Source: an optimization exercise on an open RTL-to-GDS flow (aim: small area, a short achievable clock period and few clock cycles per item). Production flows keep margins and buffers that such runs may drop. Where RTL was checked, it was by simulation tests only, not by an equivalence proof against the original.

lane 1:
// nearest_neighbor_multi_metric
module nearest_neighbor_multi_metric #(
	parameter int VECTOR_LEN = 64,
	parameter int MAX_ROWS = 1024
) (
	input  logic clk,
	input  logic arst_n,
	input  logic psel,
	input  logic penable,
	input  logic pwrite,
	input  logic [1:0] paddr,
	input  logic [31:0] pwdata,
	output logic [31:0] prdata,
	output logic pready,
	input  logic in_valid,
	output logic in_ready,
	input  logic signed [15:0] feature_value,
	input  logic is_query,
	input  logic last_element,
	input  logic last_row,
	output logic out_valid,
	input  logic out_ready,
	output logic signed [40:0] score,
	output logic [9:0] row_index,
	output logic [9:0] best_index,
	output logic is_final
);
Size in the first run: roughly 6100 cells after synthesis, roughly 1700 flip-flops.
==> module nnmm_back, before the edit <==
module nnmm_back #(
	parameter int MAX_ROWS = 1024
) (
	input  logic clk,
	input  logic arst_n,
	input  logic j_we,
	input  logic signed [nnmm_pkg::AccW-1:0] j_acc,
	input  logic [nnmm_pkg::NormW-1:0] j_norm,
	input  logic j_cos,
	input  logic j_last,
	input  logic j_first,
	input  logic [nnmm_pkg::NormW-1:0] qnorm,
	output logic m_free,
	output logic out_valid,
	input  logic out_ready,
	output logic signed [40:0] score,
	output logic [nnmm_pkg::IdxW-1:0] row_index,
	output logic [nnmm_pkg::IdxW-1:0] best_index,
	output logic is_final
);
	localparam int AW = nnmm_pkg::AccW;
	localparam int NW = nnmm_pkg::NormW;
	localparam int IW = nnmm_pkg::IdxW;
	localparam int PW = 2 * NW;
	localparam int RW = NW + 5;
	logic mv, mcos, mlast, mfirst, mbusy;
	logic signed [AW-1:0] md;
	logic [NW-1:0] mhi, mlo;
	logic [5:0] mcnt;
	logic m_done, m_to_sd;
	logic [NW:0] msum;
	assign m_done = mv && !mbusy;
	assign m_free = !mv;
	assign msum = {1'b0, mhi} + (mlo[0] ? {1'b0, qnorm} : '0);
	always_ff @(posedge clk) begin
		if (j_we) begin
			md <= j_acc;
			mlo <= j_norm;
			mhi <= '0;
			mcnt <= '0;
			mbusy <= j_cos;
			mcos <= j_cos;
			mlast <= j_last;
			mfirst <= j_first;
		end else if (mbusy) begin
			{mhi, mlo} <= {msum, mlo[NW-1:1]};
			mcnt <= mcnt + 6'd1;
			if (mcnt == 6'(NW - 1)) begin
				mbusy <= 1'b0;
			end
		end
	end
	logic sdv, sdcos, sdlast, sdfirst, sdneg;
	logic ph_sq, ph_dl, ph_dv, ph_fin;
	logic signed [AW-1:0] sdd;
	logic [PW-1:0] p;
	logic [RW-1:0] rr;
	logic [NW-1:0] root;
	logic [5:0] sdcnt;
	logic sd_done, pos;
	logic [RW-1:0] a_sq, x_sq, sum_sq;
	logic [NW+2:0] a_dv, x_dv, sum_dv;
	logic [AW-1:0] dabs;
	logic [16:0] quo;
	assign pos = !rr[RW-1];
	assign a_sq = {rr[RW-3:0], p[PW-1 -: 2]};
	assign x_sq = {{3{pos}}, root ^ {NW{pos}}, 2'b11};
	assign sum_sq = a_sq + x_sq;
	assign a_dv = {rr[NW+1:0], pos};
	assign x_dv = {{2{pos}}, root ^ {NW{pos}}, pos};
	assign sum_dv = a_dv + x_dv;
	assign dabs = sdd[AW-1] ? AW'(-sdd) : AW'(sdd);
	assign quo = sdd[16:0];
	assign m_to_sd = m_done && !sdv;
	assign sd_done = sdv && !(ph_sq || ph_dl || ph_dv || ph_fin);
	always_ff @(posedge clk) begin
		if (m_to_sd) begin
			sdd <= md;
			p <= {mhi, mlo};
			rr <= '0;
			root <= '0;
			sdcnt <= '0;
			ph_sq <= mcos;
			ph_dl <= 1'b0;
			ph_dv <= 1'b0;
			ph_fin <= 1'b0;
			sdcos <= mcos;
			sdlast <= mlast;
			sdfirst <= mfirst;
		end else begin
			if (ph_sq) begin
				p <= p << 2;
				rr <= sum_sq;
				root <= {root[NW-2:0], !sum_sq[RW-1]};
				sdcnt <= sdcnt + 6'd1;
				if (sdcnt == 6'(NW - 1)) begin
					ph_sq <= 1'b0;
					ph_dl <= 1'b1;
				end
			end
			if (ph_dl) begin
				rr <= RW'(dabs);
				sdneg <= sdd[AW-1];
				sdcnt <= '0;
				ph_dl <= 1'b0;
				ph_dv <= 1'b1;
			end
			if (ph_dv) begin
				rr <= {{(RW-NW-3){sum_dv[NW+2]}}, sum_dv};
				sdd <= {sdd[AW-2:0], !sum_dv[NW+2]};
				sdcnt <= sdcnt + 6'd1;
				if (sdcnt == 6'd16) begin
					ph_dv <= 1'b0;
					ph_fin <= 1'b1;
				end
			end
			if (ph_fin) begin
				sdd <= (root == '0) ? '0 : sdneg ? -(AW'(quo)) : AW'(quo);
				ph_fin <= 1'b0;
			end
		end
	end
	logic ov, c_take;
	logic signed [AW-1:0] best;
	logic [IW-1:0] oidx, obest, idx;
	logic better;
	assign c_take = sd_done && !ov;
	assign idx = sdfirst ? '0 : (32'(oidx) >= MAX_ROWS - 1) ? oidx : oidx + IW'(1);
	assign better = sdfirst || (sdcos ? (sdd > best) : (sdd < best));
	always_ff @(posedge clk) begin
		if (c_take) begin
			oidx <= idx;
			if (better) begin
				best <= sdd;
				obest <= idx;
			end
		end
	end
	always_ff @(posedge clk or negedge arst_n) begin
		if (!arst_n) begin
			mv <= 1'b0;
			sdv <= 1'b0;
			ov <= 1'b0;
		end else begin
			if (j_we) begin
				mv <= 1'b1;
			end else if (m_to_sd) begin
				mv <= 1'b0;
			end
			if (m_to_sd) begin
				sdv <= 1'b1;
			end else if (ov && out_ready) begin
				sdv <= 1'b0;
			end
			if (c_take) begin
				ov <= 1'b1;
			end else if (out_ready) begin
				ov <= 1'b0;
			end
		end
	end
	assign out_valid = ov;
	assign score = 41'(sdd);
	assign row_index = oidx;
	assign best_index = obest;
	assign is_final = sdlast;
endmodule
Settings: LEC_CHECK=0, CAP_MARGIN=35, CORE_MARGIN=2, CORE_UTILIZATION=40, SLEW_MARGIN=35; clock period 11.0 ns.
standard.sh (not shown) runs the stock make flow with config.mk's settings and CLKGATE_MAP_FILE= SYNTH_SCRIPT=/design/flow/synth_recipe.tcl, a recipe that flattens the netlist after the stock synthesis.
==> flow/flow/run.sh <==
#!/bin/bash
set -euo pipefail
export SETUP_SLACK_MARGIN=7.3
bash standard.sh > standard_flow.log 2>&1
Lane 1 went all the way through synthesis, placement and routing and the layout is clean on timing, DRC and antenna.
Testbench counts of lane 1, summed over its fixed seeds: cycles 41,860, items 598.
Input changes introduced in lane 2 (baseline for comparison: lane 1):
--- a/flow/design.v
+++ b/flow/design.v
@@ -852,13 +852,13 @@
 	logic ph_sq, ph_dl, ph_dv, ph_fin;
 	logic signed [AW-1:0] sdd;
 	logic [PW-1:0] p;
 	logic [RW-1:0] rr;
 	logic [NW-1:0] root;
 	logic [5:0] sdcnt;
-	logic sd_done, pos;
+	logic sd_done, c_take, pos;
 	logic [RW-1:0] a_sq, x_sq, sum_sq;
 	logic [NW+2:0] a_dv, x_dv, sum_dv;
 	logic [AW-1:0] dabs;
 	logic [16:0] quo;
 	assign pos = !rr[RW-1];
 	assign a_sq = {rr[RW-3:0], p[PW-1 -: 2]};
@@ -915,22 +915,24 @@
 			if (ph_fin) begin
 				sdd <= (root == '0) ? '0 : sdneg ? -(AW'(quo)) : AW'(quo);
 				ph_fin <= 1'b0;
 			end
 		end
 	end
-	logic ov, c_take;
-	logic signed [AW-1:0] best;
+	logic ov, ofin;
+	logic signed [AW-1:0] osc, best;
 	logic [IW-1:0] oidx, obest, idx;
 	logic better;
-	assign c_take = sd_done && !ov;
+	assign c_take = sd_done && (!ov || out_ready);
 	assign idx = sdfirst ? '0 : (32'(oidx) >= MAX_ROWS - 1) ? oidx : oidx + IW'(1);
 	assign better = sdfirst || (sdcos ? (sdd > best) : (sdd < best));
 	always_ff @(posedge clk) begin
 		if (c_take) begin
+			osc <= sdd;
 			oidx <= idx;
+			ofin <= sdlast;
 			if (better) begin
 				best <= sdd;
 				obest <= idx;
 			end
 		end
 	end
@@ -944,27 +946,27 @@
 				mv <= 1'b1;
 			end else if (m_to_sd) begin
 				mv <= 1'b0;
 			end
 			if (m_to_sd) begin
 				sdv <= 1'b1;
-			end else if (ov && out_ready) begin
+			end else if (c_take) begin
 				sdv <= 1'b0;
 			end
 			if (c_take) begin
 				ov <= 1'b1;
 			end else if (out_ready) begin
 				ov <= 1'b0;
 			end
 		end
 	end
 	assign out_valid = ov;
-	assign score = 41'(sdd);
+	assign score = 41'(osc);
 	assign row_index = oidx;
 	assign best_index = obest;
-	assign is_final = sdlast;
+	assign is_final = ofin;
 endmodule
 `timescale 1ns / 1ps
 module nearest_neighbor_multi_metric #(
 	parameter int VECTOR_LEN = 64,
 	parameter int MAX_ROWS = 1024
 ) (
==> results.txt <==
- Tap cell instance count (higher): lane 2
- The global-route wire length before repair number comes out higher for lane 1 vs lane 2.
- Comparing lane 1 and lane 2, the lower count of different cell masters after synthesis was measured on lane 2.
- Lane 2 ends up with lower maximum fanout count along the critical path than lane 1 does.
- On fraction of area in clock buffers and inverters, lane 1 and lane 2 are neck and neck.
- Against lane 1, lane 2 reports a number of clock-tree buffers in the layout that is higher.
- Higher worst setup slack was reported by lane 2, not lane 1.
- Lane 2 vs lane 1: worst hold slack up in lane 2
- Lane 2 vs lane 1 — combined global-route utilization of all metal layers dropped 0.85 points.
- Reported for lane 1 and lane 2, maximum level of the CTS H-tree turned out identical to the last digit.
- Worst path arrival time across lane 1 and lane 2: no real change.
- Cmp lane 1 and lane 2 / share of synthesized cell area in full adder, half adder and majority cells / lower: lane 2
Testbench counts of lane 2, summed over its fixed seeds: cycles 41,860, items 598.

beta:
Another version of the RTL of nearest_neighbor_multi_metric (not shown whole).
Size in the first run: about 6000 cells after synthesis, roughly 1700 flip-flops, ~160 I/O pins, roughly 0.069 mm^2 of cells after synthesis.
==> module nnmm_back, before the edit <==
module nnmm_back #(
	parameter int MAX_ROWS = 1024
) (
	input  logic clk,
	input  logic arst_n,
	input  logic j_we,
	input  logic signed [nnmm_pkg::AccW-1:0] j_acc,
	input  logic [nnmm_pkg::NormW-1:0] j_norm,
	input  logic j_cos,
	input  logic j_last,
	input  logic j_first,
	input  logic [nnmm_pkg::NormW-1:0] qnorm,
	output logic m_free,
	output logic out_valid,
	input  logic out_ready,
	output logic signed [40:0] score,
	output logic [nnmm_pkg::IdxW-1:0] row_index,
	output logic [nnmm_pkg::IdxW-1:0] best_index,
	output logic is_final
);
	localparam int AW = nnmm_pkg::AccW;
	localparam int NW = nnmm_pkg::NormW;
	localparam int IW = nnmm_pkg::IdxW;
	localparam int PW = 2 * NW;
	localparam int RW = NW + 5;
	logic mv, mcos, mlast, mfirst, mbusy;
	logic signed [AW-1:0] md;
	logic [NW-1:0] mhi, mlo;
	logic [5:0] mcnt;
	logic m_done, m_to_sd;
	logic [NW:0] msum;
	assign m_done = mv && !mbusy;
	assign m_free = !mv;
	assign msum = {1'b0, mhi} + (mlo[0] ? {1'b0, qnorm} : '0);
	always_ff @(posedge clk) begin
		if (j_we) begin
			md <= j_acc;
			mlo <= j_norm;
			mhi <= '0;
			mcnt <= '0;
			mbusy <= j_cos;
			mcos <= j_cos;
			mlast <= j_last;
			mfirst <= j_first;
		end else if (mbusy) begin
			{mhi, mlo} <= {msum, mlo[NW-1:1]};
			mcnt <= mcnt + 6'd1;
			if (mcnt == 6'(NW - 1)) begin
				mbusy <= 1'b0;
			end
		end
	end
	logic sdv, sdcos, sdlast, sdfirst, sdneg;
	logic ph_sq, ph_dl, ph_dv, ph_fin;
	logic signed [AW-1:0] sdd;
	logic [PW-1:0] p;
	logic [RW-1:0] rr;
	logic [NW-1:0] root;
	logic [5:0] sdcnt;
	logic sd_done, pos;
	logic [RW-1:0] a_sq, x_sq, sum_sq;
	logic [NW+2:0] a_dv, x_dv, sum_dv;
	logic [AW-1:0] dabs;
	logic [16:0] quo;
	assign pos = !rr[RW-1];
	assign a_sq = {rr[RW-3:0], p[PW-1 -: 2]};
	assign x_sq = {{3{pos}}, root ^ {NW{pos}}, 2'b11};
	assign sum_sq = a_sq + x_sq;
	assign a_dv = {rr[NW+1:0], pos};
	assign x_dv = {{2{pos}}, root ^ {NW{pos}}, pos};
	assign sum_dv = a_dv + x_dv;
	assign dabs = sdd[AW-1] ? AW'(-sdd) : AW'(sdd);
	assign quo = sdd[16:0];
	assign m_to_sd = m_done && !sdv;
	assign sd_done = sdv && !(ph_sq || ph_dl || ph_dv || ph_fin);
	always_ff @(posedge clk) begin
		if (m_to_sd) begin
			sdd <= md;
			p <= {mhi, mlo};
			rr <= '0;
			root <= '0;
			sdcnt <= '0;
			ph_sq <= mcos;
			ph_dl <= 1'b0;
			ph_dv <= 1'b0;
			ph_fin <= 1'b0;
			sdcos <= mcos;
			sdlast <= mlast;
			sdfirst <= mfirst;
		end else begin
			if (ph_sq) begin
				p <= p << 2;
				rr <= sum_sq;
				root <= {root[NW-2:0], !sum_sq[RW-1]};
				sdcnt <= sdcnt + 6'd1;
				if (sdcnt == 6'(NW - 1)) begin
					ph_sq <= 1'b0;
					ph_dl <= 1'b1;
				end
			end
			if (ph_dl) begin
				rr <= RW'(dabs);
				sdneg <= sdd[AW-1];
				sdcnt <= '0;
				ph_dl <= 1'b0;
				ph_dv <= 1'b1;
			end
			if (ph_dv) begin
				rr <= {{(RW-NW-3){sum_dv[NW+2]}}, sum_dv};
				sdd <= {sdd[AW-2:0], !sum_dv[NW+2]};
				sdcnt <= sdcnt + 6'd1;
				if (sdcnt == 6'd16) begin
					ph_dv <= 1'b0;
					ph_fin <= 1'b1;
				end
			end
			if (ph_fin) begin
				sdd <= (root == '0) ? '0 : sdneg ? -(AW'(quo)) : AW'(quo);
				ph_fin <= 1'b0;
			end
		end
	end
	logic ov, c_take;
	logic signed [AW-1:0] best;
	logic [IW-1:0] oidx, obest, idx;
	logic better;
	assign c_take = sd_done && !ov;
	assign idx = sdfirst ? '0 : (32'(oidx) >= MAX_ROWS - 1) ? oidx : oidx + IW'(1);
	logic [AW:0] cmp;
	assign cmp = {sdd[AW-1], sdd} + {~best[AW-1], ~best} + (AW+1)'(!sdcos);
	assign better = sdfirst || (sdcos ? !cmp[AW] : cmp[AW]);
	always_ff @(posedge clk) begin
		if (c_take) begin
			oidx <= idx;
			if (better) begin
				best <= sdd;
				obest <= idx;
			end
		end
	end
	always_ff @(posedge clk or negedge arst_n) begin
		if (!arst_n) begin
			mv <= 1'b0;
			sdv <= 1'b0;
			ov <= 1'b0;
		end else begin
			if (j_we) begin
				mv <= 1'b1;
			end else if (m_to_sd) begin
				mv <= 1'b0;
			end
			if (m_to_sd) begin
				sdv <= 1'b1;
			end else if (ov && out_ready) begin
				sdv <= 1'b0;
			end
			if (c_take) begin
				ov <= 1'b1;
			end else if (out_ready) begin
				ov <= 1'b0;
			end
		end
	end
	assign out_valid = ov;
	assign score = 41'(sdd);
	assign row_index = oidx;
	assign best_index = obest;
	assign is_final = sdlast;
endmodule
export LEC_CHECK = 0
export CAP_MARGIN = 35
export CORE_MARGIN = 2
export CORE_UTILIZATION = 60
export SLEW_MARGIN = 35
create_clock -name core_clock -period 11.0 [get_ports {clk}]
Scripts as last shown in full above: flow/flow/run.sh
The following lists how delta was set up differently from beta:
diff --git a/flow/design.v b/flow/design.v
--- a/flow/design.v
+++ b/flow/design.v
@@ -922,13 +922,11 @@
 	logic signed [AW-1:0] best;
 	logic [IW-1:0] oidx, obest, idx;
 	logic better;
 	assign c_take = sd_done && !ov;
 	assign idx = sdfirst ? '0 : (32'(oidx) >= MAX_ROWS - 1) ? oidx : oidx + IW'(1);
-	logic [AW:0] cmp;
-	assign cmp = {sdd[AW-1], sdd} + {~best[AW-1], ~best} + (AW+1)'(!sdcos);
-	assign better = sdfirst || (sdcos ? !cmp[AW] : cmp[AW]);
+	assign better = sdfirst || (sdcos ? (sdd > best) : (sdd < best));
 	always_ff @(posedge clk) begin
 		if (c_take) begin
 			oidx <= idx;
 			if (better) begin
 				best <= sdd;
[summary]
- On horizontal extent of the die, delta tracks beta almost exactly.
- Compare beta and delta | total global routing track utilization lower: delta
- delta ends up with a clock tree buffer count of the final layout that is 6 higher than in beta.
- Of the two values seen for endpoint of the most critical setup path, u_front.qn_q[24] was produced by beta and score[38] by delta.
- In delta relative to beta, detail-routed net length per standard cell had gone down slightly.
- Sort beta and delta by amount of wire on met2 after detailed routing asc -> top: delta
- Sort beta and delta by largest fanout of any net on the critical path asc -> top: beta
- Delta (delta minus beta): initial antenna violation count +3, final worst setup slack +0.033 ns.
- Comparing critical path depth for beta and delta, the smaller number came from delta.
Testbench counts of delta, summed over its fixed seeds: cycles 41,860, items 598.
The RTL of beta was laid out without a check of its function.

-- static timing again, ports no longer ideal --
In the flow no input, the clock included, has a driving cell. The finished layouts below were timed again as built, in two steps.
Step 1: set_driving_cell puts a clkbuf_16 on clk and a buf_2 on each other input, an assumption about the parent block.
Step 2 times the ports against the registers' clock, not the clock port: input delays grow and output delays shrink by t, the midpoint of the rising clock arrivals with the driver on.
a / b / c = ideal / step 1 / step 2; a / b = the first two.
run	t (ns)	slack for setup (ns)	worst hold slack (ns)	clock arrival spread, ns
lane 1	0.887	7.261 / 7.181 / 7.162	0.307 / 0.307 / 0.307	0.074 / 0.073
lane 2	0.861	7.269 / 7.186 / 6.744	0.312 / 0.312 / 0.312	0.087 / 0.087
beta	0.848	7.254 / 7.223 / 6.621	0.289 / 0.289 / 0.289	0.111 / 0.111
delta	0.847	7.288 / 7.208 / 7.157	0.289 / 0.289 / 0.289	0.056 / 0.056
After both steps setup and hold are still met in every run listed. The setup slack of beta, which loses most, moves by -0.031 ns with the drivers and by -0.633 ns with both steps.
